From an optimization exercise on the open Yosys and OpenROAD flow, aimed at small area; shortcuts taken in it are not production practice. Only simulation tests tie the RTL to the original design; equivalence was not proved. Power figures rest on the tool's default switching activity, not on a simulated workload.

$ cat flow/design.v
package pid_pkg;
  localparam int DEF_DW   = 16;
  localparam int DEF_FRAC = 8;
  typedef enum logic [2:0] {
    ST_IDLE  = 3'd0,
    ST_ERR   = 3'd1,
    ST_MUL_P = 3'd2,
    ST_MUL_I = 3'd3,
    ST_MUL_D = 3'd4,
    ST_SUM   = 3'd5
  } state_t;
  typedef enum logic [1:0] {
    SAT_NONE = 2'b00,
    SAT_POS  = 2'b01,
    SAT_NEG  = 2'b10
  } sat_dir_t;
  function automatic logic [1:0] sat_dir(input logic sign_bit, input logic top_all_same);
    if (top_all_same) begin
      sat_dir = pid_pkg::SAT_NONE;
    end else if (sign_bit) begin
      sat_dir = pid_pkg::SAT_NEG;
    end else begin
      sat_dir = pid_pkg::SAT_POS;
    end
  endfunction
endpackage
module pid_sat #(
  parameter int IN_W  = 17,
  parameter int OUT_W = 16
) (
  input  logic signed [IN_W-1:0]  din,
  output logic signed [OUT_W-1:0] dout
);
  logic [IN_W-OUT_W:0] top;
  logic                top_same;
  always_comb begin
    top      = din[IN_W-1:OUT_W-1];
    top_same = (&top) | ~(|top);
    if (top_same) dout = din[OUT_W-1:0];
    else          dout = {din[IN_W-1], {(OUT_W-1){~din[IN_W-1]}}};
  end
endmodule
module pid_fa (
  input  logic a,
  input  logic b,
  input  logic c,
  output logic s,
  output logic co
);
  assign s  = a ^ b ^ c;
  assign co = (a & b) | (a & c) | (b & c);
endmodule
module pid_ha (
  input  logic a,
  input  logic b,
  output logic s,
  output logic co
);
  assign s  = a ^ b;
  assign co = a & b;
endmodule
module pid_controller_param #(
  parameter int DW   = pid_pkg::DEF_DW,
  parameter int FRAC = pid_pkg::DEF_FRAC,
  parameter int ACCW = 2*DW+4
) (
  input  logic                 clk,
  input  logic                 rst,
  input  logic                 en,
  input  logic                 clear,
  input  logic signed [DW-1:0] setpoint,
  input  logic signed [DW-1:0] feedback,
  input  logic signed [DW-1:0] kp,
  input  logic signed [DW-1:0] ki,
  input  logic signed [DW-1:0] kd,
  input  logic [ACCW-2:0]      int_limit,
  input  logic [15:0]          clk_times,
  output logic signed [DW-1:0] control_signal,
  output logic                 valid,
  output logic                 busy,
  output logic                 overrun
);
  logic [2:0]       st_q;
  logic [15:0]      cnt_q;
  logic [15:0]      e_q;       
  logic [15:0]      pe_q;      
  logic             pe_v;      
  logic [35:0]      acc_q;     
  logic             acc_c;     
  logic             acc_v;     
  logic [32:0]      t_q;       
  logic [15:0]      ctrl_q;
  logic             valid_q, overrun_q;
  logic s_idle, s_p, s_i, s_d, s_sum, tick;
  assign s_idle = ~st_q[2] & ~st_q[0];
  assign s_p    = st_q[1] & ~st_q[2];
  assign s_i    = st_q[2] & st_q[0];
  assign s_d    = st_q[1] & ~st_q[0];
  assign s_sum  = st_q[2] & ~st_q[1];
  logic [15:0] sub_a, sub_b, sub_sat;
  assign sub_a = s_i ? e_q  : setpoint;
  assign sub_b = s_i ? pe_q : feedback;
  pid_sub u_sub (.a(sub_a), .b(sub_b), .d(sub_sat));
  logic [15:0] cnt_inc;
  pid_inc u_inc (.a(cnt_q), .y(cnt_inc));
  assign tick = en && (cnt_q == clk_times);
  logic [127:0] pp;
  logic [7:0]   ppn, neg;
  pid_booth u_booth (.kp(kp), .ki(ki), .kd(kd), .sel_p(~s_i & ~s_d & ~s_sum), .sel_i(s_i),
                     .sel_d(s_d), .e(e_q), .pp(pp), .ppn(ppn), .neg(neg));
  logic        xen, yen, xc;
  logic [35:0] xa;
  logic [32:0] yt;
  assign xen = (s_i | s_sum) & acc_v;
  assign yen = s_d | s_sum;
  assign xa  = acc_q & {36{xen}};
  assign xc  = acc_c & xen;
  assign yt  = t_q & {33{yen}};
  logic [36:0] ra, rb, sum;
  logic        clamp, csgn;
  pid_tree u_tree (.pp(pp), .ppn(ppn), .neg(neg), .xa(xa), .xc(xc), .yt(yt), .ra(ra), .rb(rb));
  pid_cpa  u_cpa  (.a(ra), .b(rb), .s(sum));
  pid_cmp  u_cmp  (.s(sum), .lim(int_limit), .clamp(clamp));
  assign csgn = sum[36];
  logic [15:0] out_sat;
  pid_sat #(.IN_W(28), .OUT_W(16)) u_sat_out (.din(sum[35:8]), .dout(out_sat));
  always_ff @(posedge clk or posedge rst) begin
    if (rst) begin
      st_q      <= 3'b000;
      cnt_q     <= '0;
      pe_v      <= 1'b0;
      acc_v     <= 1'b0;
      ctrl_q    <= '0;
      valid_q   <= 1'b0;
      overrun_q <= 1'b0;
    end else begin
      cnt_q     <= (!en || tick) ? 16'd0 : cnt_inc;
      valid_q   <= s_sum;
      overrun_q <= tick && !s_idle;
      if (s_idle) begin
        if (tick) st_q <= 3'b001;
      end else begin
        st_q <= {st_q[1:0], ~st_q[2]};
      end
      if (s_i) pe_v <= 1'b1;
      else if (clear) pe_v <= 1'b0;
      if (clear) acc_v <= 1'b0;
      else if (s_i) acc_v <= 1'b1;
      if (s_sum) ctrl_q <= out_sat;
    end
  end
  always_ff @(posedge clk) begin
    if ((s_idle && tick) || (s_i && !clear && pe_v)) e_q <= sub_sat;
    if (s_i) pe_q <= e_q;
    if (s_i) begin
      if (clamp) begin
        acc_q <= {csgn, int_limit ^ {35{csgn}}};
        acc_c <= csgn;
      end else begin
        acc_q <= sum[35:0];
        acc_c <= 1'b0;
      end
    end
    if (s_p || s_d) t_q <= sum[32:0];
  end
  assign control_signal = ctrl_q;
  assign valid          = valid_q;
  assign busy           = ~s_idle;
  assign overrun        = overrun_q;
endmodule
module pid_sub (
  input  logic [15:0] a,
  input  logic [15:0] b,
  output logic [15:0] d
);
  logic [16:0] r;
  logic [16:0] c;
  logic        c_unused;
  assign r[0] = a[0] ^ b[0];
  assign c[1] = a[0] | ~b[0];
  genvar k;
  generate
    for (k = 1; k < 16; k++) begin : g_bit
      pid_fa u_fa (.a(a[k]), .b(~b[k]), .c(c[k]), .s(r[k]), .co(c[k+1]));
    end
  endgenerate
  pid_fa u_top (.a(a[15]), .b(~b[15]), .c(c[16]), .s(r[16]), .co(c_unused));
  pid_sat #(.IN_W(17), .OUT_W(16)) u_sat (.din(r), .dout(d));
endmodule
module pid_inc (
  input  logic [15:0] a,
  output logic [15:0] y
);
  logic [16:0] c;
  assign y[0] = ~a[0];
  assign c[1] = a[0];
  genvar k;
  generate
    for (k = 1; k < 16; k++) begin : g_bit
      pid_ha u_ha (.a(a[k]), .b(c[k]), .s(y[k]), .co(c[k+1]));
    end
  endgenerate
endmodule
module pid_booth (
  input  logic [15:0]  kp,
  input  logic [15:0]  ki,
  input  logic [15:0]  kd,
  input  logic         sel_p,
  input  logic         sel_i,
  input  logic         sel_d,
  input  logic [15:0]  e,
  output logic [127:0] pp,
  output logic [7:0]   ppn,
  output logic [7:0]   neg
);
  logic [15:0] g;
  logic [16:0] ge;
  assign g  = (kp & {16{sel_p}}) | (ki & {16{sel_i}}) | (kd & {16{sel_d}});
  assign ge = {g, 1'b0};
  genvar i, j;
  generate
    for (i = 0; i < 8; i++) begin : g_row
      logic b2, b1, b0, one, two;
      assign b2 = e[2*i+1];
      assign b1 = e[2*i];
      if (i == 0) begin : g_lsb
        assign b0 = 1'b0;
      end else begin : g_mid
        assign b0 = e[2*i-1];
      end
      assign one    = b1 ^ b0;
      assign two    = (b2 & ~b1 & ~b0) | (~b2 & b1 & b0);
      assign neg[i] = b2;
      for (j = 0; j < 16; j++) begin : g_pp
        assign pp[16*i+j] = ((g[j] & one) | (ge[j] & two)) ^ b2;
      end
      assign ppn[i] = ~((g[15] & (one | two)) ^ b2);
    end
  endgenerate
endmodule
module pid_tree (
  input  logic [127:0] pp,
  input  logic [7:0]   ppn,
  input  logic [7:0]   neg,
  input  logic [35:0]  xa,
  input  logic         xc,
  input  logic [32:0]  yt,
  output logic [36:0]  ra,
  output logic [36:0]  rb
);
  logic s1, c2;
  pid_ha u_s1 (.a(neg[6]), .b(xa[12]), .s(s1), .co(c2));
  logic s3, c4;
  pid_ha u_s3 (.a(xa[13]), .b(yt[13]), .s(s3), .co(c4));
  logic s5, c6;
  pid_fa u_s5 (.a(neg[7]), .b(xa[14]), .c(yt[14]), .s(s5), .co(c6));
  logic s7, c8;
  pid_ha u_s7 (.a(pp[14]), .b(pp[28]), .s(s7), .co(c8));
  logic s9, c10;
  pid_fa u_s9 (.a(xa[15]), .b(yt[15]), .c(pp[15]), .s(s9), .co(c10));
  logic s11, c12;
  pid_ha u_s11 (.a(pp[29]), .b(pp[43]), .s(s11), .co(c12));
  logic s13, c14;
  assign s13 = ~(xa[16] ^ yt[16]);
  assign c14 = xa[16] | yt[16];
  logic s15, c16;
  pid_fa u_s15 (.a(ppn[0]), .b(pp[30]), .c(pp[44]), .s(s15), .co(c16));
  logic s17, c18;
  assign s17 = ~(xa[17] ^ yt[17]);
  assign c18 = xa[17] | yt[17];
  logic s19, c20;
  pid_ha u_s19 (.a(pp[31]), .b(pp[45]), .s(s19), .co(c20));
  logic s21, c22;
  pid_fa u_s21 (.a(xa[18]), .b(yt[18]), .c(ppn[1]), .s(s21), .co(c22));
  logic s23;
  assign s23 = ~xa[19];
  logic s24, c25;
  pid_ha u_s24 (.a(neg[3]), .b(xa[6]), .s(s24), .co(c25));
  logic s26, c27;
  pid_ha u_s26 (.a(xa[7]), .b(yt[7]), .s(s26), .co(c27));
  logic s28, c29;
  pid_fa u_s28 (.a(neg[4]), .b(xa[8]), .c(yt[8]), .s(s28), .co(c29));
  logic s30, c31;
  pid_ha u_s30 (.a(pp[8]), .b(pp[22]), .s(s30), .co(c31));
  logic s32, c33;
  pid_fa u_s32 (.a(xa[9]), .b(yt[9]), .c(pp[9]), .s(s32), .co(c33));
  logic s34, c35;
  pid_ha u_s34 (.a(pp[23]), .b(pp[37]), .s(s34), .co(c35));
  logic s36, c37;
  pid_fa u_s36 (.a(neg[5]), .b(xa[10]), .c(yt[10]), .s(s36), .co(c37));
  logic s38, c39;
  pid_fa u_s38 (.a(pp[10]), .b(pp[24]), .c(pp[38]), .s(s38), .co(c39));
  logic s40, c41;
  pid_ha u_s40 (.a(pp[52]), .b(pp[66]), .s(s40), .co(c41));
  logic s42, c43;
  pid_fa u_s42 (.a(xa[11]), .b(yt[11]), .c(pp[11]), .s(s42), .co(c43));
  logic s44, c45;
  pid_fa u_s44 (.a(pp[25]), .b(pp[39]), .c(pp[53]), .s(s44), .co(c45));
  logic s46, c47;
  pid_ha u_s46 (.a(pp[67]), .b(pp[81]), .s(s46), .co(c47));
  logic s48, c49;
  pid_fa u_s48 (.a(yt[12]), .b(s1), .c(pp[12]), .s(s48), .co(c49));
  logic s50, c51;
  pid_fa u_s50 (.a(pp[26]), .b(pp[40]), .c(pp[54]), .s(s50), .co(c51));
  logic s52, c53;
  pid_fa u_s52 (.a(pp[68]), .b(pp[82]), .c(pp[96]), .s(s52), .co(c53));
  logic s54, c55;
  pid_fa u_s54 (.a(c2), .b(s3), .c(pp[13]), .s(s54), .co(c55));
  logic s56, c57;
  pid_fa u_s56 (.a(pp[27]), .b(pp[41]), .c(pp[55]), .s(s56), .co(c57));
  logic s58, c59;
  pid_fa u_s58 (.a(pp[69]), .b(pp[83]), .c(pp[97]), .s(s58), .co(c59));
  logic s60, c61;
  pid_fa u_s60 (.a(c4), .b(s5), .c(pp[42]), .s(s60), .co(c61));
  logic s62, c63;
  pid_fa u_s62 (.a(pp[56]), .b(pp[70]), .c(pp[84]), .s(s62), .co(c63));
  logic s64, c65;
  pid_fa u_s64 (.a(pp[98]), .b(pp[112]), .c(s7), .s(s64), .co(c65));
  logic s66, c67;
  pid_fa u_s66 (.a(c6), .b(pp[57]), .c(pp[71]), .s(s66), .co(c67));
  logic s68, c69;
  pid_fa u_s68 (.a(pp[85]), .b(pp[99]), .c(pp[113]), .s(s68), .co(c69));
  logic s70, c71;
  pid_fa u_s70 (.a(c8), .b(s11), .c(s9), .s(s70), .co(c71));
  logic s72, c73;
  pid_fa u_s72 (.a(s13), .b(pp[58]), .c(pp[72]), .s(s72), .co(c73));
  logic s74, c75;
  pid_fa u_s74 (.a(pp[86]), .b(pp[100]), .c(pp[114]), .s(s74), .co(c75));
  logic s76, c77;
  pid_fa u_s76 (.a(c12), .b(c10), .c(s15), .s(s76), .co(c77));
  logic s78, c79;
  pid_fa u_s78 (.a(c14), .b(s17), .c(pp[59]), .s(s78), .co(c79));
  logic s80, c81;
  pid_fa u_s80 (.a(pp[73]), .b(pp[87]), .c(pp[101]), .s(s80), .co(c81));
  logic s82, c83;
  pid_fa u_s82 (.a(pp[115]), .b(s19), .c(c16), .s(s82), .co(c83));
  logic s84, c85;
  pid_fa u_s84 (.a(c18), .b(pp[46]), .c(pp[60]), .s(s84), .co(c85));
  logic s86, c87;
  pid_fa u_s86 (.a(pp[74]), .b(pp[88]), .c(pp[102]), .s(s86), .co(c87));
  logic s88, c89;
  pid_fa u_s88 (.a(pp[116]), .b(c20), .c(s21), .s(s88), .co(c89));
  logic s90, c91;
  pid_fa u_s90 (.a(yt[19]), .b(s23), .c(pp[47]), .s(s90), .co(c91));
  logic s92, c93;
  pid_fa u_s92 (.a(pp[61]), .b(pp[75]), .c(pp[89]), .s(s92), .co(c93));
  logic s94, c95;
  pid_fa u_s94 (.a(pp[103]), .b(pp[117]), .c(c22), .s(s94), .co(c95));
  logic s96, c97;
  pid_fa u_s96 (.a(xa[20]), .b(yt[20]), .c(xa[19]), .s(s96), .co(c97));
  logic s98, c99;
  pid_fa u_s98 (.a(ppn[2]), .b(pp[62]), .c(pp[76]), .s(s98), .co(c99));
  logic s100, c101;
  pid_fa u_s100 (.a(pp[90]), .b(pp[104]), .c(pp[118]), .s(s100), .co(c101));
  logic s102, c103;
  assign s102 = ~(xa[21] ^ yt[21]);
  assign c103 = xa[21] | yt[21];
  logic s104, c105;
  pid_fa u_s104 (.a(pp[63]), .b(pp[77]), .c(pp[91]), .s(s104), .co(c105));
  logic s106, c107;
  pid_ha u_s106 (.a(pp[105]), .b(pp[119]), .s(s106), .co(c107));
  logic s108, c109;
  pid_fa u_s108 (.a(xa[22]), .b(yt[22]), .c(ppn[3]), .s(s108), .co(c109));
  logic s110, c111;
  pid_fa u_s110 (.a(pp[78]), .b(pp[92]), .c(pp[106]), .s(s110), .co(c111));
  logic s112, c113;
  assign s112 = ~(xa[23] ^ yt[23]);
  assign c113 = xa[23] | yt[23];
  logic s114, c115;
  pid_ha u_s114 (.a(pp[79]), .b(pp[93]), .s(s114), .co(c115));
  logic s116, c117;
  pid_fa u_s116 (.a(xa[24]), .b(yt[24]), .c(ppn[4]), .s(s116), .co(c117));
  logic s118;
  assign s118 = ~xa[25];
  logic s119, c120;
  pid_ha u_s119 (.a(neg[0]), .b(xa[0]), .s(s119), .co(c120));
  logic s121, c122;
  pid_ha u_s121 (.a(neg[1]), .b(xa[2]), .s(s121), .co(c122));
  logic s123, c124;
  pid_ha u_s123 (.a(xa[3]), .b(yt[3]), .s(s123), .co(c124));
  logic s125, c126;
  pid_fa u_s125 (.a(neg[2]), .b(xa[4]), .c(yt[4]), .s(s125), .co(c126));
  logic s127, c128;
  pid_ha u_s127 (.a(pp[4]), .b(pp[18]), .s(s127), .co(c128));
  logic s129, c130;
  pid_fa u_s129 (.a(xa[5]), .b(yt[5]), .c(pp[5]), .s(s129), .co(c130));
  logic s131, c132;
  pid_ha u_s131 (.a(pp[19]), .b(pp[33]), .s(s131), .co(c132));
  logic s133, c134;
  pid_fa u_s133 (.a(yt[6]), .b(s24), .c(pp[6]), .s(s133), .co(c134));
  logic s135, c136;
  pid_fa u_s135 (.a(pp[20]), .b(pp[34]), .c(pp[48]), .s(s135), .co(c136));
  logic s137, c138;
  pid_fa u_s137 (.a(c25), .b(s26), .c(pp[7]), .s(s137), .co(c138));
  logic s139, c140;
  pid_fa u_s139 (.a(pp[21]), .b(pp[35]), .c(pp[49]), .s(s139), .co(c140));
  logic s141, c142;
  pid_fa u_s141 (.a(c27), .b(s28), .c(pp[36]), .s(s141), .co(c142));
  logic s143, c144;
  pid_fa u_s143 (.a(pp[50]), .b(pp[64]), .c(s30), .s(s143), .co(c144));
  logic s145, c146;
  pid_fa u_s145 (.a(c29), .b(pp[51]), .c(pp[65]), .s(s145), .co(c146));
  logic s147, c148;
  pid_fa u_s147 (.a(c31), .b(s34), .c(s32), .s(s147), .co(c148));
  logic s149, c150;
  pid_fa u_s149 (.a(s36), .b(pp[80]), .c(c35), .s(s149), .co(c150));
  logic s151, c152;
  pid_fa u_s151 (.a(s40), .b(c33), .c(s38), .s(s151), .co(c152));
  logic s153, c154;
  pid_fa u_s153 (.a(c37), .b(c41), .c(s46), .s(s153), .co(c154));
  logic s155, c156;
  pid_fa u_s155 (.a(c39), .b(s42), .c(s44), .s(s155), .co(c156));
  logic s157, c158;
  pid_fa u_s157 (.a(c47), .b(c43), .c(c45), .s(s157), .co(c158));
  logic s159, c160;
  pid_fa u_s159 (.a(s48), .b(s50), .c(s52), .s(s159), .co(c160));
  logic s161, c162;
  pid_fa u_s161 (.a(c49), .b(c51), .c(c53), .s(s161), .co(c162));
  logic s163, c164;
  pid_fa u_s163 (.a(s54), .b(s56), .c(s58), .s(s163), .co(c164));
  logic s165, c166;
  pid_fa u_s165 (.a(c55), .b(c57), .c(c59), .s(s165), .co(c166));
  logic s167, c168;
  pid_fa u_s167 (.a(s60), .b(s62), .c(s64), .s(s167), .co(c168));
  logic s169, c170;
  pid_fa u_s169 (.a(c61), .b(c63), .c(s66), .s(s169), .co(c170));
  logic s171, c172;
  pid_fa u_s171 (.a(s68), .b(c65), .c(s70), .s(s171), .co(c172));
  logic s173, c174;
  pid_fa u_s173 (.a(c67), .b(c69), .c(s72), .s(s173), .co(c174));
  logic s175, c176;
  pid_fa u_s175 (.a(s74), .b(c71), .c(s76), .s(s175), .co(c176));
  logic s177, c178;
  pid_fa u_s177 (.a(c73), .b(c75), .c(s78), .s(s177), .co(c178));
  logic s179, c180;
  pid_fa u_s179 (.a(s80), .b(c77), .c(s82), .s(s179), .co(c180));
  logic s181, c182;
  pid_fa u_s181 (.a(c79), .b(c81), .c(s84), .s(s181), .co(c182));
  logic s183, c184;
  pid_fa u_s183 (.a(s86), .b(c83), .c(s88), .s(s183), .co(c184));
  logic s185, c186;
  pid_fa u_s185 (.a(c85), .b(c87), .c(s90), .s(s185), .co(c186));
  logic s187, c188;
  pid_fa u_s187 (.a(s92), .b(c89), .c(s94), .s(s187), .co(c188));
  logic s189, c190;
  pid_fa u_s189 (.a(s96), .b(c91), .c(c93), .s(s189), .co(c190));
  logic s191, c192;
  pid_fa u_s191 (.a(s98), .b(s100), .c(c95), .s(s191), .co(c192));
  logic s193, c194;
  pid_fa u_s193 (.a(s102), .b(c97), .c(s106), .s(s193), .co(c194));
  logic s195, c196;
  pid_fa u_s195 (.a(c99), .b(c101), .c(s104), .s(s195), .co(c196));
  logic s197, c198;
  pid_fa u_s197 (.a(c103), .b(pp[120]), .c(c107), .s(s197), .co(c198));
  logic s199, c200;
  pid_fa u_s199 (.a(c105), .b(s108), .c(s110), .s(s199), .co(c200));
  logic s201, c202;
  pid_fa u_s201 (.a(s112), .b(pp[107]), .c(pp[121]), .s(s201), .co(c202));
  logic s203, c204;
  pid_fa u_s203 (.a(s114), .b(c109), .c(c111), .s(s203), .co(c204));
  logic s205, c206;
  pid_fa u_s205 (.a(c113), .b(pp[94]), .c(pp[108]), .s(s205), .co(c206));
  logic s207, c208;
  pid_fa u_s207 (.a(pp[122]), .b(c115), .c(s116), .s(s207), .co(c208));
  logic s209, c210;
  pid_fa u_s209 (.a(yt[25]), .b(s118), .c(pp[95]), .s(s209), .co(c210));
  logic s211, c212;
  pid_fa u_s211 (.a(pp[109]), .b(pp[123]), .c(c117), .s(s211), .co(c212));
  logic s213, c214;
  pid_fa u_s213 (.a(xa[26]), .b(yt[26]), .c(xa[25]), .s(s213), .co(c214));
  logic s215, c216;
  pid_fa u_s215 (.a(ppn[5]), .b(pp[110]), .c(pp[124]), .s(s215), .co(c216));
  logic s217, c218;
  assign s217 = ~(xa[27] ^ yt[27]);
  assign c218 = xa[27] | yt[27];
  logic s219, c220;
  pid_ha u_s219 (.a(pp[111]), .b(pp[125]), .s(s219), .co(c220));
  logic s221, c222;
  pid_fa u_s221 (.a(xa[28]), .b(yt[28]), .c(ppn[6]), .s(s221), .co(c222));
  logic s223;
  assign s223 = ~xa[29];
  logic s224, c225;
  pid_ha u_s224 (.a(xc), .b(yt[0]), .s(s224), .co(c225));
  logic s226, c227;
  pid_fa u_s226 (.a(xa[1]), .b(yt[1]), .c(c120), .s(s226), .co(c227));
  logic s228, c229;
  pid_fa u_s228 (.a(yt[2]), .b(s121), .c(pp[2]), .s(s228), .co(c229));
  logic s230, c231;
  pid_fa u_s230 (.a(c122), .b(s123), .c(pp[3]), .s(s230), .co(c231));
  logic s232, c233;
  pid_fa u_s232 (.a(c124), .b(s125), .c(pp[32]), .s(s232), .co(c233));
  logic s234, c235;
  pid_fa u_s234 (.a(c126), .b(c128), .c(s131), .s(s234), .co(c235));
  logic s236, c237;
  pid_fa u_s236 (.a(c132), .b(c130), .c(s133), .s(s236), .co(c237));
  logic s238, c239;
  pid_fa u_s238 (.a(c134), .b(c136), .c(s137), .s(s238), .co(c239));
  logic s240, c241;
  pid_fa u_s240 (.a(c138), .b(c140), .c(s141), .s(s240), .co(c241));
  logic s242, c243;
  pid_fa u_s242 (.a(c142), .b(s145), .c(c144), .s(s242), .co(c243));
  logic s244, c245;
  pid_fa u_s244 (.a(c146), .b(s149), .c(c148), .s(s244), .co(c245));
  logic s246, c247;
  pid_fa u_s246 (.a(c150), .b(s153), .c(c152), .s(s246), .co(c247));
  logic s248, c249;
  pid_fa u_s248 (.a(c154), .b(c156), .c(s157), .s(s248), .co(c249));
  logic s250, c251;
  pid_fa u_s250 (.a(c158), .b(c160), .c(s161), .s(s250), .co(c251));
  logic s252, c253;
  pid_fa u_s252 (.a(c162), .b(c164), .c(s165), .s(s252), .co(c253));
  logic s254, c255;
  pid_fa u_s254 (.a(c166), .b(s169), .c(c168), .s(s254), .co(c255));
  logic s256, c257;
  pid_fa u_s256 (.a(c170), .b(s173), .c(c172), .s(s256), .co(c257));
  logic s258, c259;
  pid_fa u_s258 (.a(c174), .b(s177), .c(c176), .s(s258), .co(c259));
  logic s260, c261;
  pid_fa u_s260 (.a(c178), .b(s181), .c(c180), .s(s260), .co(c261));
  logic s262, c263;
  pid_fa u_s262 (.a(c182), .b(s185), .c(c184), .s(s262), .co(c263));
  logic s264, c265;
  pid_fa u_s264 (.a(c186), .b(s189), .c(c188), .s(s264), .co(c265));
  logic s266, c267;
  pid_fa u_s266 (.a(s193), .b(c190), .c(s195), .s(s266), .co(c267));
  logic s268, c269;
  pid_fa u_s268 (.a(c194), .b(s197), .c(c196), .s(s268), .co(c269));
  logic s270, c271;
  pid_fa u_s270 (.a(s201), .b(c198), .c(c200), .s(s270), .co(c271));
  logic s272, c273;
  pid_fa u_s272 (.a(c202), .b(s205), .c(c204), .s(s272), .co(c273));
  logic s274, c275;
  pid_fa u_s274 (.a(c206), .b(s209), .c(c208), .s(s274), .co(c275));
  logic s276, c277;
  pid_fa u_s276 (.a(s213), .b(c210), .c(s215), .s(s276), .co(c277));
  logic s278, c279;
  pid_fa u_s278 (.a(s217), .b(c214), .c(s219), .s(s278), .co(c279));
  logic s280, c281;
  pid_fa u_s280 (.a(c218), .b(pp[126]), .c(c220), .s(s280), .co(c281));
  logic s282, c283;
  pid_fa u_s282 (.a(yt[29]), .b(s223), .c(pp[127]), .s(s282), .co(c283));
  logic s284, c285;
  pid_fa u_s284 (.a(xa[30]), .b(yt[30]), .c(xa[29]), .s(s284), .co(c285));
  logic s286;
  assign s286 = ~xa[31];
  logic s287, c288;
  pid_ha u_s287 (.a(s224), .b(s119), .s(s287), .co(c288));
  logic s289, c290;
  pid_fa u_s289 (.a(c225), .b(s226), .c(pp[1]), .s(s289), .co(c290));
  logic s291, c292;
  pid_fa u_s291 (.a(c227), .b(pp[16]), .c(s228), .s(s291), .co(c292));
  logic s293, c294;
  pid_fa u_s293 (.a(pp[17]), .b(c229), .c(s230), .s(s293), .co(c294));
  logic s295, c296;
  pid_fa u_s295 (.a(s127), .b(c231), .c(s232), .s(s295), .co(c296));
  logic s297, c298;
  pid_fa u_s297 (.a(c233), .b(s129), .c(s234), .s(s297), .co(c298));
  logic s299, c300;
  pid_fa u_s299 (.a(s135), .b(c235), .c(s236), .s(s299), .co(c300));
  logic s301, c302;
  pid_fa u_s301 (.a(s139), .b(c237), .c(s238), .s(s301), .co(c302));
  logic s303, c304;
  pid_fa u_s303 (.a(s143), .b(c239), .c(s240), .s(s303), .co(c304));
  logic s305, c306;
  pid_fa u_s305 (.a(c241), .b(s147), .c(s242), .s(s305), .co(c306));
  logic s307, c308;
  pid_fa u_s307 (.a(s151), .b(c243), .c(s244), .s(s307), .co(c308));
  logic s309, c310;
  pid_fa u_s309 (.a(s155), .b(c245), .c(s246), .s(s309), .co(c310));
  logic s311, c312;
  pid_fa u_s311 (.a(s159), .b(c247), .c(s248), .s(s311), .co(c312));
  logic s313, c314;
  pid_fa u_s313 (.a(s163), .b(c249), .c(s250), .s(s313), .co(c314));
  logic s315, c316;
  pid_fa u_s315 (.a(s167), .b(c251), .c(s252), .s(s315), .co(c316));
  logic s317, c318;
  pid_fa u_s317 (.a(c253), .b(s171), .c(s254), .s(s317), .co(c318));
  logic s319, c320;
  pid_fa u_s319 (.a(s175), .b(c255), .c(s256), .s(s319), .co(c320));
  logic s321, c322;
  pid_fa u_s321 (.a(s179), .b(c257), .c(s258), .s(s321), .co(c322));
  logic s323, c324;
  pid_fa u_s323 (.a(s183), .b(c259), .c(s260), .s(s323), .co(c324));
  logic s325, c326;
  pid_fa u_s325 (.a(s187), .b(c261), .c(s262), .s(s325), .co(c326));
  logic s327, c328;
  pid_fa u_s327 (.a(s191), .b(c263), .c(s264), .s(s327), .co(c328));
  logic s329, c330;
  pid_fa u_s329 (.a(c192), .b(s266), .c(c265), .s(s329), .co(c330));
  logic s331, c332;
  pid_fa u_s331 (.a(s199), .b(c267), .c(s268), .s(s331), .co(c332));
  logic s333, c334;
  pid_fa u_s333 (.a(s203), .b(c269), .c(s270), .s(s333), .co(c334));
  logic s335, c336;
  pid_fa u_s335 (.a(s207), .b(c271), .c(s272), .s(s335), .co(c336));
  logic s337, c338;
  pid_fa u_s337 (.a(s211), .b(c273), .c(s274), .s(s337), .co(c338));
  logic s339, c340;
  pid_fa u_s339 (.a(c212), .b(s276), .c(c275), .s(s339), .co(c340));
  logic s341, c342;
  pid_fa u_s341 (.a(c216), .b(s278), .c(c277), .s(s341), .co(c342));
  logic s343, c344;
  pid_fa u_s343 (.a(s221), .b(c279), .c(s280), .s(s343), .co(c344));
  logic s345, c346;
  pid_fa u_s345 (.a(c222), .b(s282), .c(c281), .s(s345), .co(c346));
  logic s347, c348;
  pid_fa u_s347 (.a(s284), .b(ppn[7]), .c(c283), .s(s347), .co(c348));
  logic s349, c350;
  pid_fa u_s349 (.a(yt[31]), .b(s286), .c(c285), .s(s349), .co(c350));
  logic s351, c352;
  pid_fa u_s351 (.a(xa[32]), .b(~yt[32]), .c(xa[31]), .s(s351), .co(c352));
  logic s353;
  assign s353 = ~xa[33];
  logic s354;
  assign s354 = ~xa[34];
  assign ra = {1'b1, ~xa[35], xa[33], s353, s351, s349, s347, c344, s343, s341, c338, c336, c334, c332, s331, c328, c326, c324, c322, c320, c318, c316, c314, c312, c310, c308, c306, c304, c302, c300, c298, c296, c294, c292, c290, c288, s287};
  assign rb = {1'b0, xa[34], s354, c352, c350, c348, c346, s345, c342, c340, s339, s337, s335, s333, c330, s329, s327, s325, s323, s321, s319, s317, s315, s313, s311, s309, s307, s305, s303, s301, s299, s297, s295, s293, s291, s289, pp[0]};
endmodule
module pid_cpa (
  input  logic [36:0] a,
  input  logic [36:0] b,
  output logic [36:0] s
);
  logic [36:0] p, g;
  logic rc355;
  pid_ha u_r0 (.a(a[0]), .b(b[0]), .s(s[0]), .co(rc355));
  logic rc356;
  pid_fa u_r1 (.a(a[1]), .b(b[1]), .c(rc355), .s(s[1]), .co(rc356));
  logic rc357;
  pid_fa u_r2 (.a(a[2]), .b(b[2]), .c(rc356), .s(s[2]), .co(rc357));
  logic rc358;
  pid_fa u_r3 (.a(a[3]), .b(b[3]), .c(rc357), .s(s[3]), .co(rc358));
  logic rc359;
  pid_fa u_r4 (.a(a[4]), .b(b[4]), .c(rc358), .s(s[4]), .co(rc359));
  logic rc360;
  pid_fa u_r5 (.a(a[5]), .b(b[5]), .c(rc359), .s(s[5]), .co(rc360));
  logic rc361;
  pid_fa u_r6 (.a(a[6]), .b(b[6]), .c(rc360), .s(s[6]), .co(rc361));
  logic rc362;
  pid_fa u_r7 (.a(a[7]), .b(b[7]), .c(rc361), .s(s[7]), .co(rc362));
  logic rc363;
  pid_fa u_r8 (.a(a[8]), .b(b[8]), .c(rc362), .s(s[8]), .co(rc363));
  logic rc364;
  pid_fa u_r9 (.a(a[9]), .b(b[9]), .c(rc363), .s(s[9]), .co(rc364));
  pid_ha u_pg10 (.a(a[10]), .b(b[10]), .s(p[10]), .co(g[10]));
  pid_ha u_pg11 (.a(a[11]), .b(b[11]), .s(p[11]), .co(g[11]));
  pid_ha u_pg12 (.a(a[12]), .b(b[12]), .s(p[12]), .co(g[12]));
  pid_ha u_pg13 (.a(a[13]), .b(b[13]), .s(p[13]), .co(g[13]));
  pid_ha u_pg14 (.a(a[14]), .b(b[14]), .s(p[14]), .co(g[14]));
  pid_ha u_pg15 (.a(a[15]), .b(b[15]), .s(p[15]), .co(g[15]));
  pid_ha u_pg16 (.a(a[16]), .b(b[16]), .s(p[16]), .co(g[16]));
  pid_ha u_pg17 (.a(a[17]), .b(b[17]), .s(p[17]), .co(g[17]));
  pid_ha u_pg18 (.a(a[18]), .b(b[18]), .s(p[18]), .co(g[18]));
  pid_ha u_pg19 (.a(a[19]), .b(b[19]), .s(p[19]), .co(g[19]));
  pid_ha u_pg20 (.a(a[20]), .b(b[20]), .s(p[20]), .co(g[20]));
  pid_ha u_pg21 (.a(a[21]), .b(b[21]), .s(p[21]), .co(g[21]));
  pid_ha u_pg22 (.a(a[22]), .b(b[22]), .s(p[22]), .co(g[22]));
  pid_ha u_pg23 (.a(a[23]), .b(b[23]), .s(p[23]), .co(g[23]));
  pid_ha u_pg24 (.a(a[24]), .b(b[24]), .s(p[24]), .co(g[24]));
  pid_ha u_pg25 (.a(a[25]), .b(b[25]), .s(p[25]), .co(g[25]));
  pid_ha u_pg26 (.a(a[26]), .b(b[26]), .s(p[26]), .co(g[26]));
  pid_ha u_pg27 (.a(a[27]), .b(b[27]), .s(p[27]), .co(g[27]));
  pid_ha u_pg28 (.a(a[28]), .b(b[28]), .s(p[28]), .co(g[28]));
  pid_ha u_pg29 (.a(a[29]), .b(b[29]), .s(p[29]), .co(g[29]));
  pid_ha u_pg30 (.a(a[30]), .b(b[30]), .s(p[30]), .co(g[30]));
  pid_ha u_pg31 (.a(a[31]), .b(b[31]), .s(p[31]), .co(g[31]));
  pid_ha u_pg32 (.a(a[32]), .b(b[32]), .s(p[32]), .co(g[32]));
  pid_ha u_pg33 (.a(a[33]), .b(b[33]), .s(p[33]), .co(g[33]));
  pid_ha u_pg34 (.a(a[34]), .b(b[34]), .s(p[34]), .co(g[34]));
  pid_ha u_pg35 (.a(a[35]), .b(b[35]), .s(p[35]), .co(g[35]));
  assign p[36] = a[36];
  assign g[36] = 1'b0;
  wire bg365 = g[10] | (p[10] & rc364);
  wire bp366 = p[10] & 1'b0;
  wire bg367 = g[12] | (p[12] & g[11]);
  wire bp368 = p[12] & p[11];
  wire bg369 = g[14] | (p[14] & g[13]);
  wire bp370 = p[14] & p[13];
  wire bg371 = g[16] | (p[16] & g[15]);
  wire bp372 = p[16] & p[15];
  wire bg373 = g[18] | (p[18] & g[17]);
  wire bp374 = p[18] & p[17];
  wire bg375 = g[20] | (p[20] & g[19]);
  wire bp376 = p[20] & p[19];
  wire bg377 = g[22] | (p[22] & g[21]);
  wire bp378 = p[22] & p[21];
  wire bg379 = g[24] | (p[24] & g[23]);
  wire bp380 = p[24] & p[23];
  wire bg381 = g[26] | (p[26] & g[25]);
  wire bp382 = p[26] & p[25];
  wire bg383 = g[28] | (p[28] & g[27]);
  wire bp384 = p[28] & p[27];
  wire bg385 = g[30] | (p[30] & g[29]);
  wire bp386 = p[30] & p[29];
  wire bg387 = g[32] | (p[32] & g[31]);
  wire bp388 = p[32] & p[31];
  wire bg389 = g[34] | (p[34] & g[33]);
  wire bp390 = p[34] & p[33];
  wire bg391 = g[36] | (p[36] & g[35]);
  wire bp392 = p[36] & p[35];
  wire bg393 = bg367 | (bp368 & bg365);
  wire bp394 = bp368 & bp366;
  wire bg395 = bg371 | (bp372 & bg369);
  wire bp396 = bp372 & bp370;
  wire bg397 = bg375 | (bp376 & bg373);
  wire bp398 = bp376 & bp374;
  wire bg399 = bg379 | (bp380 & bg377);
  wire bp400 = bp380 & bp378;
  wire bg401 = bg383 | (bp384 & bg381);
  wire bp402 = bp384 & bp382;
  wire bg403 = bg387 | (bp388 & bg385);
  wire bp404 = bp388 & bp386;
  wire bg405 = bg391 | (bp392 & bg389);
  wire bp406 = bp392 & bp390;
  wire bg407 = bg395 | (bp396 & bg393);
  wire bp408 = bp396 & bp394;
  wire bg409 = bg399 | (bp400 & bg397);
  wire bp410 = bp400 & bp398;
  wire bg411 = bg403 | (bp404 & bg401);
  wire bp412 = bp404 & bp402;
  wire bg413 = bg409 | (bp410 & bg407);
  wire bp414 = bp410 & bp408;
  wire bg415 = bg411 | (bp412 & bg413);
  wire bp416 = bp412 & bp414;
  wire bg417 = bg397 | (bp398 & bg407);
  wire bp418 = bp398 & bp408;
  wire bg419 = bg401 | (bp402 & bg413);
  wire bp420 = bp402 & bp414;
  wire bg421 = bg405 | (bp406 & bg415);
  wire bp422 = bp406 & bp416;
  wire bg423 = bg369 | (bp370 & bg393);
  wire bp424 = bp370 & bp394;
  wire bg425 = bg373 | (bp374 & bg407);
  wire bp426 = bp374 & bp408;
  wire bg427 = bg377 | (bp378 & bg417);
  wire bp428 = bp378 & bp418;
  wire bg429 = bg381 | (bp382 & bg413);
  wire bp430 = bp382 & bp414;
  wire bg431 = bg385 | (bp386 & bg419);
  wire bp432 = bp386 & bp420;
  wire bg433 = bg389 | (bp390 & bg415);
  wire bp434 = bp390 & bp416;
  wire bg435 = g[11] | (p[11] & bg365);
  wire bp436 = p[11] & bp366;
  wire bg437 = g[13] | (p[13] & bg393);
  wire bp438 = p[13] & bp394;
  wire bg439 = g[15] | (p[15] & bg423);
  wire bp440 = p[15] & bp424;
  wire bg441 = g[17] | (p[17] & bg407);
  wire bp442 = p[17] & bp408;
  wire bg443 = g[19] | (p[19] & bg425);
  wire bp444 = p[19] & bp426;
  wire bg445 = g[21] | (p[21] & bg417);
  wire bp446 = p[21] & bp418;
  wire bg447 = g[23] | (p[23] & bg427);
  wire bp448 = p[23] & bp428;
  wire bg449 = g[25] | (p[25] & bg413);
  wire bp450 = p[25] & bp414;
  wire bg451 = g[27] | (p[27] & bg429);
  wire bp452 = p[27] & bp430;
  wire bg453 = g[29] | (p[29] & bg419);
  wire bp454 = p[29] & bp420;
  wire bg455 = g[31] | (p[31] & bg431);
  wire bp456 = p[31] & bp432;
  wire bg457 = g[33] | (p[33] & bg415);
  wire bp458 = p[33] & bp416;
  wire bg459 = g[35] | (p[35] & bg433);
  wire bp460 = p[35] & bp434;
  assign s[10] = p[10] ^ rc364;
  assign s[11] = p[11] ^ bg365;
  assign s[12] = p[12] ^ bg435;
  assign s[13] = p[13] ^ bg393;
  assign s[14] = p[14] ^ bg437;
  assign s[15] = p[15] ^ bg423;
  assign s[16] = p[16] ^ bg439;
  assign s[17] = p[17] ^ bg407;
  assign s[18] = p[18] ^ bg441;
  assign s[19] = p[19] ^ bg425;
  assign s[20] = p[20] ^ bg443;
  assign s[21] = p[21] ^ bg417;
  assign s[22] = p[22] ^ bg445;
  assign s[23] = p[23] ^ bg427;
  assign s[24] = p[24] ^ bg447;
  assign s[25] = p[25] ^ bg413;
  assign s[26] = p[26] ^ bg449;
  assign s[27] = p[27] ^ bg429;
  assign s[28] = p[28] ^ bg451;
  assign s[29] = p[29] ^ bg419;
  assign s[30] = p[30] ^ bg453;
  assign s[31] = p[31] ^ bg431;
  assign s[32] = p[32] ^ bg455;
  assign s[33] = p[33] ^ bg415;
  assign s[34] = p[34] ^ bg457;
  assign s[35] = p[35] ^ bg433;
  assign s[36] = p[36] ^ bg459;
endmodule
module pid_cmp (
  input  logic [36:0] s,
  input  logic [34:0] lim,
  output logic clamp
);
  logic [35:0] m;
  assign m = s[35:0] ^ {36{s[36]}};
  wire kg0 = m[0] & ~lim[0];
  wire kp0 = m[0] | ~lim[0];
  wire kg1 = m[1] & ~lim[1];
  wire kp1 = m[1] | ~lim[1];
  wire kg2 = m[2] & ~lim[2];
  wire kp2 = m[2] | ~lim[2];
  wire kg3 = m[3] & ~lim[3];
  wire kp3 = m[3] | ~lim[3];
  wire kg4 = m[4] & ~lim[4];
  wire kp4 = m[4] | ~lim[4];
  wire kg5 = m[5] & ~lim[5];
  wire kp5 = m[5] | ~lim[5];
  wire kg6 = m[6] & ~lim[6];
  wire kp6 = m[6] | ~lim[6];
  wire kg7 = m[7] & ~lim[7];
  wire kp7 = m[7] | ~lim[7];
  wire kg8 = m[8] & ~lim[8];
  wire kp8 = m[8] | ~lim[8];
  wire kg9 = m[9] & ~lim[9];
  wire kp9 = m[9] | ~lim[9];
  wire kg10 = m[10] & ~lim[10];
  wire kp10 = m[10] | ~lim[10];
  wire kg11 = m[11] & ~lim[11];
  wire kp11 = m[11] | ~lim[11];
  wire kg12 = m[12] & ~lim[12];
  wire kp12 = m[12] | ~lim[12];
  wire kg13 = m[13] & ~lim[13];
  wire kp13 = m[13] | ~lim[13];
  wire kg14 = m[14] & ~lim[14];
  wire kp14 = m[14] | ~lim[14];
  wire kg15 = m[15] & ~lim[15];
  wire kp15 = m[15] | ~lim[15];
  wire kg16 = m[16] & ~lim[16];
  wire kp16 = m[16] | ~lim[16];
  wire kg17 = m[17] & ~lim[17];
  wire kp17 = m[17] | ~lim[17];
  wire kg18 = m[18] & ~lim[18];
  wire kp18 = m[18] | ~lim[18];
  wire kg19 = m[19] & ~lim[19];
  wire kp19 = m[19] | ~lim[19];
  wire kg20 = m[20] & ~lim[20];
  wire kp20 = m[20] | ~lim[20];
  wire kg21 = m[21] & ~lim[21];
  wire kp21 = m[21] | ~lim[21];
  wire kg22 = m[22] & ~lim[22];
  wire kp22 = m[22] | ~lim[22];
  wire kg23 = m[23] & ~lim[23];
  wire kp23 = m[23] | ~lim[23];
  wire kg24 = m[24] & ~lim[24];
  wire kp24 = m[24] | ~lim[24];
  wire kg25 = m[25] & ~lim[25];
  wire kp25 = m[25] | ~lim[25];
  wire kg26 = m[26] & ~lim[26];
  wire kp26 = m[26] | ~lim[26];
  wire kg27 = m[27] & ~lim[27];
  wire kp27 = m[27] | ~lim[27];
  wire kg28 = m[28] & ~lim[28];
  wire kp28 = m[28] | ~lim[28];
  wire kg29 = m[29] & ~lim[29];
  wire kp29 = m[29] | ~lim[29];
  wire kg30 = m[30] & ~lim[30];
  wire kp30 = m[30] | ~lim[30];
  wire kg31 = m[31] & ~lim[31];
  wire kp31 = m[31] | ~lim[31];
  wire kg32 = m[32] & ~lim[32];
  wire kp32 = m[32] | ~lim[32];
  wire kg33 = m[33] & ~lim[33];
  wire kp33 = m[33] | ~lim[33];
  wire kg34 = m[34] & ~lim[34];
  wire kp34 = m[34] | ~lim[34];
  wire kg461 = kg0 | (kp0 & s[36]);
  wire kp462 = kp0 & 1'b1;
  wire kg463 = kg2 | (kp2 & kg1);
  wire kp464 = kp2 & kp1;
  wire kg465 = kg4 | (kp4 & kg3);
  wire kp466 = kp4 & kp3;
  wire kg467 = kg6 | (kp6 & kg5);
  wire kp468 = kp6 & kp5;
  wire kg469 = kg8 | (kp8 & kg7);
  wire kp470 = kp8 & kp7;
  wire kg471 = kg10 | (kp10 & kg9);
  wire kp472 = kp10 & kp9;
  wire kg473 = kg12 | (kp12 & kg11);
  wire kp474 = kp12 & kp11;
  wire kg475 = kg14 | (kp14 & kg13);
  wire kp476 = kp14 & kp13;
  wire kg477 = kg16 | (kp16 & kg15);
  wire kp478 = kp16 & kp15;
  wire kg479 = kg18 | (kp18 & kg17);
  wire kp480 = kp18 & kp17;
  wire kg481 = kg20 | (kp20 & kg19);
  wire kp482 = kp20 & kp19;
  wire kg483 = kg22 | (kp22 & kg21);
  wire kp484 = kp22 & kp21;
  wire kg485 = kg24 | (kp24 & kg23);
  wire kp486 = kp24 & kp23;
  wire kg487 = kg26 | (kp26 & kg25);
  wire kp488 = kp26 & kp25;
  wire kg489 = kg28 | (kp28 & kg27);
  wire kp490 = kp28 & kp27;
  wire kg491 = kg30 | (kp30 & kg29);
  wire kp492 = kp30 & kp29;
  wire kg493 = kg32 | (kp32 & kg31);
  wire kp494 = kp32 & kp31;
  wire kg495 = kg34 | (kp34 & kg33);
  wire kp496 = kp34 & kp33;
  wire kg497 = kg463 | (kp464 & kg461);
  wire kp498 = kp464 & kp462;
  wire kg499 = kg467 | (kp468 & kg465);
  wire kp500 = kp468 & kp466;
  wire kg501 = kg471 | (kp472 & kg469);
  wire kp502 = kp472 & kp470;
  wire kg503 = kg475 | (kp476 & kg473);
  wire kp504 = kp476 & kp474;
  wire kg505 = kg479 | (kp480 & kg477);
  wire kp506 = kp480 & kp478;
  wire kg507 = kg483 | (kp484 & kg481);
  wire kp508 = kp484 & kp482;
  wire kg509 = kg487 | (kp488 & kg485);
  wire kp510 = kp488 & kp486;
  wire kg511 = kg491 | (kp492 & kg489);
  wire kp512 = kp492 & kp490;
  wire kg513 = kg495 | (kp496 & kg493);
  wire kp514 = kp496 & kp494;
  wire kg515 = kg499 | (kp500 & kg497);
  wire kp516 = kp500 & kp498;
  wire kg517 = kg503 | (kp504 & kg501);
  wire kp518 = kp504 & kp502;
  wire kg519 = kg507 | (kp508 & kg505);
  wire kp520 = kp508 & kp506;
  wire kg521 = kg511 | (kp512 & kg509);
  wire kp522 = kp512 & kp510;
  wire kg523 = m[35] | (1'b1 & kg513);
  wire kp524 = 1'b1 & kp514;
  wire kg525 = kg517 | (kp518 & kg515);
  wire kp526 = kp518 & kp516;
  wire kg527 = kg521 | (kp522 & kg519);
  wire kp528 = kp522 & kp520;
  wire kg529 = kg527 | (kp528 & kg525);
  wire kp530 = kp528 & kp526;
  wire kg531 = kg523 | (kp524 & kg529);
  wire kp532 = kp524 & kp530;
  assign clamp = kg531;
endmodule
$ cat flow/flow/run.sh
#!/bin/bash
# Standard synthesis, then the combinational logic re-mapped for area (registers,
# adder cells and tie cells untouched), then the standard layout with the
# smallest buffer on the ports. Each tool writes its log to a file here.
set -euo pipefail
export BUFFER_PORTS_ARGS="-buffer_cell sky130_fd_sc_hd__buf_1"
bash standard.sh synth > log_synth.log 2>&1
R=orfs/results/$FLOW_PLATFORM/pid_controller_param/base
LIB=$FLOW_HOME/platforms/$FLOW_PLATFORM/lib/sky130_fd_sc_hd__tt_025C_1v80.lib
cp $R/1_2_yosys.v std_netlist.v
KEEP=$(grep -oE "sky130_fd_sc_hd__(df|edf|sdf|dl|fa_|ha_|conb)[a-z0-9_]*" std_netlist.v | sort -u | tr '\n' ' ')
sed -e "s|@LIB@|$LIB|g" -e "s|@KEEP@|$KEEP|" -e "s|@TOP@|$FLOW_TOP|g" flow/remap.ys.in > remap.ys
yosys -l log_remap.log -s remap.ys > /dev/null
cp remap_netlist.v $R/1_2_yosys.v
rm -f $R/1_synth.odb $R/1_synth.sdc
bash standard.sh > log_flow.log 2>&1
$ cat flow/flow/remap.abc
&get -n
&st
&dch
&nf -R 1000
&put
$ cat flow/flow/remap.ys.in
# Re-map the combinational logic of the standard synthesis netlist for area.
# Registers, full/half adders and tie cells are kept as blackboxes, untouched.
read_liberty -ignore_miss_func -ignore_miss_dir @LIB@
read_verilog std_netlist.v
hierarchy -top @TOP@
blackbox @KEEP@
flatten
hierarchy -top @TOP@
opt_clean -purge
tee -o remap_pre.txt stat
abc -liberty @LIB@ -script flow/remap.abc -dont_use sky130_fd_sc_hd__lpflow_bleeder_1 -dont_use sky130_fd_sc_hd__lpflow_clkbufkapwr_1 -dont_use sky130_fd_sc_hd__lpflow_clkbufkapwr_16 -dont_use sky130_fd_sc_hd__lpflow_clkbufkapwr_2 -dont_use sky130_fd_sc_hd__lpflow_clkbufkapwr_4 -dont_use sky130_fd_sc_hd__lpflow_clkbufkapwr_8 -dont_use sky130_fd_sc_hd__lpflow_clkinvkapwr_1 -dont_use sky130_fd_sc_hd__lpflow_clkinvkapwr_16 -dont_use sky130_fd_sc_hd__lpflow_clkinvkapwr_2 -dont_use sky130_fd_sc_hd__lpflow_clkinvkapwr_4 -dont_use sky130_fd_sc_hd__lpflow_clkinvkapwr_8 -dont_use sky130_fd_sc_hd__lpflow_decapkapwr_12 -dont_use sky130_fd_sc_hd__lpflow_decapkapwr_3 -dont_use sky130_fd_sc_hd__lpflow_decapkapwr_4 -dont_use sky130_fd_sc_hd__lpflow_decapkapwr_6 -dont_use sky130_fd_sc_hd__lpflow_decapkapwr_8 -dont_use sky130_fd_sc_hd__lpflow_inputiso0n_1 -dont_use sky130_fd_sc_hd__lpflow_inputiso0p_1 -dont_use sky130_fd_sc_hd__lpflow_inputiso1n_1 -dont_use sky130_fd_sc_hd__lpflow_inputiso1p_1 -dont_use sky130_fd_sc_hd__lpflow_inputisolatch_1 -dont_use sky130_fd_sc_hd__lpflow_isobufsrc_1 -dont_use sky130_fd_sc_hd__lpflow_isobufsrc_16 -dont_use sky130_fd_sc_hd__lpflow_isobufsrc_2 -dont_use sky130_fd_sc_hd__lpflow_isobufsrc_4 -dont_use sky130_fd_sc_hd__lpflow_isobufsrc_8 -dont_use sky130_fd_sc_hd__lpflow_isobufsrckapwr_16 -dont_use sky130_fd_sc_hd__lpflow_lsbuf_lh_hl_isowell_tap_1 -dont_use sky130_fd_sc_hd__lpflow_lsbuf_lh_hl_isowell_tap_2 -dont_use sky130_fd_sc_hd__lpflow_lsbuf_lh_hl_isowell_tap_4 -dont_use sky130_fd_sc_hd__lpflow_lsbuf_lh_isowell_4 -dont_use sky130_fd_sc_hd__lpflow_lsbuf_lh_isowell_tap_1 -dont_use sky130_fd_sc_hd__lpflow_lsbuf_lh_isowell_tap_2 -dont_use sky130_fd_sc_hd__lpflow_lsbuf_lh_isowell_tap_4 -dont_use sky130_fd_sc_hd__probe_p_8 -dont_use sky130_fd_sc_hd__probec_p_8 
opt_clean -purge
hilomap -singleton -hicell sky130_fd_sc_hd__conb_1 HI -locell sky130_fd_sc_hd__conb_1 LO
rename -hide w:*.*
opt_clean -purge
tee -o remap_stat.txt stat -liberty @LIB@
write_verilog -noattr -nohex -nodec remap_netlist.v
$ cat flow/standard.sh
#!/bin/bash
# synth_recipe.tcl (not shown) runs the flow's synth.tcl, then flattens the netlist and writes it again
# the make line also repeats each setting of config.mk as NAME=value (left out here)
make -C /OpenROAD-flow-scripts/flow DESIGN_CONFIG=/design/flow/config.mk WORK_HOME=/design/flow/orfs CLKGATE_MAP_FILE= SYNTH_SCRIPT=/design/flow/synth_recipe.tcl "${@:-finish}"
$ cat flow/config.mk
export PLATFORM = sky130hd
export DESIGN_NAME = pid_controller_param
export DESIGN_NICKNAME = pid_controller_param
export VERILOG_FILES = /design/flow/design.v
export SDC_FILE = /design/flow/constraint.sdc
export NUM_CORES = 4
export LEC_CHECK = 0
export ABC_AREA = 1
export CAP_MARGIN = 20
export CORE_MARGIN = 2
export CORE_UTILIZATION = 65
export CTS_BUF_LIST = sky130_fd_sc_hd__clkbuf_4 sky130_fd_sc_hd__clkbuf_8
export SLEW_MARGIN = 20
export SYNTH_HIERARCHICAL = 1
$ cat flow/constraint.sdc
create_clock -name core_clock -period 13.5 [get_ports {clk}]
set_input_delay 2.7000 -clock core_clock [delete_from_list [all_inputs] [get_ports {clk}]]
set_output_delay 2.7000 -clock core_clock [all_outputs]
set_load 0.01 [all_outputs]
==> run summary, run 1 <==
status complete, no violations; hold buffers post-CTS 0; LEAKAGE 0.006467 µW; fillers 1,606; Final setup viols 0; Fin. Hold Viols 0; Mapped Cells 1,352; Power Density 129.3 nW/µm²; setup slack, reg-to-reg 1380 ps; Net Count, Synth 1,745; Worst Setup SP kd[1]; DP Area 15,870 µm²; most frequent CP cell fa_1; clock sink total 141; Final period util 0.9461; via count of the first global-routing pass 11,810; CTS tree done; die span in x 153.5 µm; Initial Utilization 0.6639; Mean Syn Cell Area 10.75 µm²; Core Area 21,890 µm²; Antenna Cells 0; Nets 1,973; dpl ws 38.16 ps; R2R Path End acc_q[23]; RR Startpoint st_q[2]; synth warn 9; Crit path largest cell delay 490 ps; antenna violations before repair 1; IO Port Bufs 153; first drt pass iteration count 6; Total Power 2110 µW; Area Overhead vs Synth 12.28%; Worst Path Max Fanout 24; H-tree levels 4; gr ovfl total 0; post-layout min period 12,770 ps; RSZ-0062 raised after global routing no; die height 153.5 µm; DRC 0; worst min-delay path category reg -> reg; CP Launch Type input port; Logic pwr share 0.568; Sw Ratio 0.4317; setup_tns 0 ps; sequential share of power 0.267; hpwl dp 28,420 µm; FF-to-FF path depth 46; CP required 13,730 ps; CP Class in -> reg; Int Power 1199 µW; switching power total 910.9 µW; fraction of layout cells with a size suffix above 1 0.05964; crit end category flop; largest net degree at the start of global routing 62; Clock Tree Buf Depth 2; FMAX 78.29 MHz; Util after Layout 0.7455; Worst setup endpoint acc_q[23]; maximum VDD drop 163.3 µV; # rows 54; Final Cell Area 16,320 µm²; Die ar. 23,570 µm²; Max-Cap Viols 0; clock slew at reported path FFs 90 ps; All-Layer GR Usage 0.3375; Placer Congestion 0.8790; Clock Power Share 0.165; initial DRC count 838; Final ANT Viol Nets 0; CTS buffer count 17; Final Worst Setup Slack 727.5 ps; I/O pins 154; post-detailed-route wirelength per cell 20.36 µm; global-route wire length before repair 62,230 µm; Root Buffer clkbuf_8; Slew HR 0.3528; WL final 38,140 µm; final slew viol count 0; Worst Max-Slew Pin Slew 967.2 ps; hold path start ctrl_q[3]; Clock Skew 19.48 ps; Critical-path top delay cell fa_1; Via density 6.172; Worst-Skew Late Latency 490 ps; mapped cell area 14,530 µm²; via count 11,560; Worst EP arrival 13,010 ps
-- registers in the layout, indices dropped and copies added, names as in the netlist, 3 cells and up --
signal and cells:
acc_q 36, cnt_q 16, ctrl_q 16, e_q 16
pe_q 16, st_q 3, t_q 33
-- power by group through the flow --
stage               sequential [µW]  combinational [µW]  clock, µW
floorplan                       585                 844          0
global placement                573                1130          0
detailed placement              574                1170          0
CTS                             564                1180        352
global route                    567                1340        372
finish                          564                1200        348
-- metrics by stage --
stage	instances	hold WS (ps)
3_5_place_dp	1834	480.8
2_1_floorplan	1352	451.6
5_1_grt	1873	525.3
3_3_place_gp	1834	469.5
6_report	1873	500.4
4_1_cts	1866	502.3
-- layout make-up --
type                       instances  area, µm²  share of cell area
multi-input combinational       1183      10440              0.6397
sequential                       141       4039              0.2475
timing repair buffer             209       1007             0.06172
tap                              280      350.3             0.02147
clock buffer                      19      249.0             0.01526
clock inverter                    13      128.9            0.007897
inverter                          28      106.4            0.006517
-- worst max-delay path: cells and delay by family --
family / cells / cell delay [ps]
and+or+nand+nor: 11 / 1420
adders and majority gates: 12 / 4560
AOI/OAI and AO/OA: 15 / 3090
xor gates and xnor gates: 2 / 440
buffers and inverters: 4 / 780
-- layer usage --
| metal | GRT usage | wire length [µm] | up-vias |
|---|---|---|---|
| met5 | 0 | 19 | - |
| met4 | 0.1210 | 1397 | 2 |
| met3 | 0.04679 | 2337 | 97 |
| met2 | 0.5725 | 19390 | 513 |
| met1 | 0.4488 | 14990 | 5663 |
| li1 | - | - | 5285 |
-- worst min-delay path by stage --
stage | to | slack, ps | depth (start not counted)
2_1_floorplan | pe_v | 450 | 2
6_report | ctrl_q[3] | 500 | 2
3_3_place_gp | pe_v | 470 | 2
3_5_place_dp | pe_v | 480 | 2
5_1_grt | pe_v | 530 | 2
4_1_cts | ctrl_q[15] | 500 | 1
-- what timing repair did --
action	4_1_cts	5_1_grt
endpoints found under the setup margin	0	36
resized for setup	0	2
hold endpoints to repair	0	0
setup buffers	0	7
-- cell usage in the layout (no fill, tap or decap), drive strengths merged, types with 11 or more instances in the layout --
master / instances
o21ai: 52
fa: 173
dfrtp: 39
clkinv: 30
nand3: 13
ha: 85
mux2i: 24
clkbuf: 19
a21o: 16
a22oi: 139
and2: 54
o22ai: 11
edfxtp: 102
and3: 15
nand2: 196
xnor2: 193
xor2: 19
a31oi: 15
a21oi: 41
nor2: 68
buf: 209
==> run 2: changes to the inputs <==
--- a/flow/config.mk
+++ b/flow/config.mk
@@ -9,6 +9,7 @@
 export CAP_MARGIN = 20
 export CORE_MARGIN = 2
 export CORE_UTILIZATION = 65
-export CTS_BUF_LIST = sky130_fd_sc_hd__clkbuf_4 sky130_fd_sc_hd__clkbuf_8
+export CTS_BUF_LIST = sky130_fd_sc_hd__clkbuf_8
+export GPL_TIMING_DRIVEN = 0
 export SLEW_MARGIN = 20
 export SYNTH_HIERARCHICAL = 1
==> run 2 against run 1 <==
- still clean on timing, DRC and antenna
- via count down 1.5%
- sequential share of layout area down 0.46 points
- clock power up 1%
- power up 0.53%
- core utilization up 1.4 points
- flip-flop and latch count unchanged
- sequential power about the same
- synthesized cell count unchanged
- combinational power about the same
- critical endpoint is now acc_q[12]
- largest cell class unchanged
- largest power group unchanged
==> run summary, run 2 <==
initial DRC count 906 (+8.1%); worst min-delay path category reg -> reg; Area Overhead vs Synth 14.42%; WL met3 2396 µm (+2.5%); Net Count, Synth 1,745 (unchanged); Mean Syn Cell Area 10.75 µm² (unchanged); first drt pass iteration count 6 (unchanged); Placer Congestion 0.8726 (-0.73%); LEAKAGE 0.006530 µW (+0.97%); Fin. Hold Viols 0 (unchanged); largest net degree at the start of global routing 78 (+26%); Largest register FFs 36 (unchanged); clock sink total 141 (unchanged); Final setup viols 0 (unchanged); Root Buffer clkbuf_8; RR Startpoint st_q[2]; CP Class in -> reg; Final period util 0.9575 (+0.01137); maximum VDD drop 121.8 µV (-25%); FF-to-FF path depth 49 (+6.5%); hold buffers post-CTS 0 (unchanged); CTS buffer count 17 (unchanged); clock slew at reported path FFs 90 ps (about the same); worst hold slack 502.0 ps (+1.618 ps); IO Port Bufs 153 (unchanged); # rows 54 (unchanged); Worst EP arrival 13,130 ps (+120 ps); status complete, no violations; met2 WL 18,460 µm (-4.8%); Die ar. 23,570 µm² (unchanged); Worst Max-Slew Pin Slew 1026 ps (+58.34 ps); post-detailed-route wirelength per cell 20.05 µm (-1.5%); CP required 13,710 ps (-20 ps); hpwl dp 28,420 µm (about the same); CTS tree done; most frequent CP cell fa_1; Worst Path Max Fanout 21 (-13%); Worst-Skew Late Latency 480 ps (about the same); Antenna Cells 0 (unchanged); via count of the first global-routing pass 11,720 (-0.77%); DRC 0 (unchanged); setup slack, reg-to-reg 830 ps (-550 ps); Via density 6.122 (-0.82%); Core Area 21,890 µm² (unchanged); gr ovfl total 0 (unchanged); Post-Route M1 WL 15,320 µm (+2.2%); Slew HR 0.3138 (-0.03904); die span in x 153.5 µm (unchanged); final non-filler cell total 1,860 (-0.69%); Clock Tree Buf Depth 2 (unchanged); Top reg by flops acc_q; mapped cell area 14,530 µm² (unchanged); global-route wire length before repair 60,710 µm (-2.5%); Power Density 127.6 nW/µm² (-1.4%); Final Cell Area 16,630 µm² (+1.9%); WL final 37,300 µm (-2.2%); Crit path largest cell delay 470 ps (-20 ps); synth warn 9 (unchanged); Final ANT Viol Nets 0 (unchanged); RSZ-0062 raised after global routing no; CP Launch Type input port; DP Area 16,080 µm² (+1.3%); R2R Path End acc_q[12]; antenna violations before repair 1 (unchanged); All-Layer GR Usage 0.3282 (-0.009273); DR top layer met5; FMAX 77.36 MHz (-1.2%); Largest regs acc_q x36, t_q x33; crit end category flop; Nets 1,960 (-0.66%); die height 153.5 µm (unchanged); Clock Skew 19.65 ps (+0.1714 ps); Initial Utilization 0.6639 (unchanged); fraction of layout cells with a size suffix above 1 0.06456 (+0.004921); via count 11,390 (-1.5%); Util after Layout 0.7597 (+0.01417); I/O pins 154 (unchanged); Critical-path top delay cell a211oi_4; final slew viol count 0 (unchanged); Max-Cap Viols 0 (unchanged); most frequent cells in the layout 192 x nand2_1, 192 x xnor2_1, 173 x fa_1; Worst setup endpoint acc_q[12]; H-tree levels 4 (unchanged); post-layout min period 12,930 ps (+153.5 ps); Mapped Cells 1,352 (unchanged); Worst Setup SP kd[1]; fillers 1,594 (-0.75%); Cells after DPL 1,820 (-0.76%)
[run 2: worst min path at each step]
stage | start | end | slack (ps) | cells after the start
floorplan | pe_v | pe_v | 450 | 2
CTS | ctrl_q[0] | ctrl_q[0] | 510 | 2
global route | cnt_q[0] | cnt_q[0] | 530 | 1
detailed placement | ctrl_q[0] | ctrl_q[0] | 490 | 2
global placement | pe_v | pe_v | 470 | 2
finish | ctrl_q[0] | ctrl_q[0] | 500 | 2
[run 2: through the flow]
step | total power, µW | worst slack, ps | setup TNS [ps]
5_1_grt | 2293 | 27.73 | 0
6_report | 2121 | 574.0 | 0
3_3_place_gp | 1689 | -2922 | -125790
3_5_place_dp | 1740 | -919.7 | -27300
4_1_cts | 2099 | 16.84 | 0
2_1_floorplan | 1430 | 74.19 | 0
[run 2: cell type report]
cell class	count	area (µm²)	share of cell area
sequential	141	4039	0.2429
inverter	28	111.4	0.006696
clock inverter	15	157.7	0.009480
multi-input combinational	1183	10540	0.6337
timing repair buffer	196	1199	0.07208
tap	280	350.3	0.02107
clock buffer	17	234.0	0.01407
[run 2: routing by layer]
| layer | vias to the layer above | global-route usage |
|---|---|---|
| met3 | 79 | 0.05552 |
| li1 | 5276 | - |
| met4 | 2 | 0.1145 |
| met5 | - | 0 |
| met1 | 5596 | 0.4400 |
| met2 | 433 | 0.5469 |
[run 2: report_power, final]
| part | internal (µW) | switching (µW) |
|---|---|---|
| clock network | 152 | 200 |
| registers | 551 | 13.1 |
| logic | 502 | 702 |
[run 2: timing repair]
item                       4_1_cts  5_1_grt
setup endpoints to repair       36       36
gates resized for setup          5       11
pin swaps                        0       10
setup buffers                    0        7
gates cloned                     0        0
[run 2: worst max-delay path: cells and delay by family]
family | cells | cell delay, ps
xor+xnor | 2 | 370
buf+inv | 5 | 880
fa+ha+maj | 12 | 4480
compound gates | 15 | 2880
simple gates | 13 | 1770

==> what the ideal ports hide <==
In the flow no input, the clock included, has a driving cell. The finished layouts below were timed again as built, in two steps.
Step 1, drivers: a clkbuf_16 drives clk and a buf_2 each remaining input, both assumed.
Step 2 also shifts input and output timing later by t, the mid clock arrival at the registers, as if the neighbouring blocks saw the same clock.
a / b / c = no drivers / after step 1 / after step 2; a / b = the first two.
run	t (ns)	setup WS [ns]	worst hold slack (ns)	latest minus earliest clock arrival (ns)
run 1	0.522	0.727 / 0.749 / 0.226	0.500 / 0.500 / 0.500	0.020 / 0.019
run 2	0.514	0.574 / 0.590 / 0.076	0.502 / 0.502 / 0.502	0.020 / 0.020
After both steps every run listed still meets setup and hold. The setup slack of run 1, which loses most, moves by +0.022 ns with the drivers and by -0.501 ns with both steps.
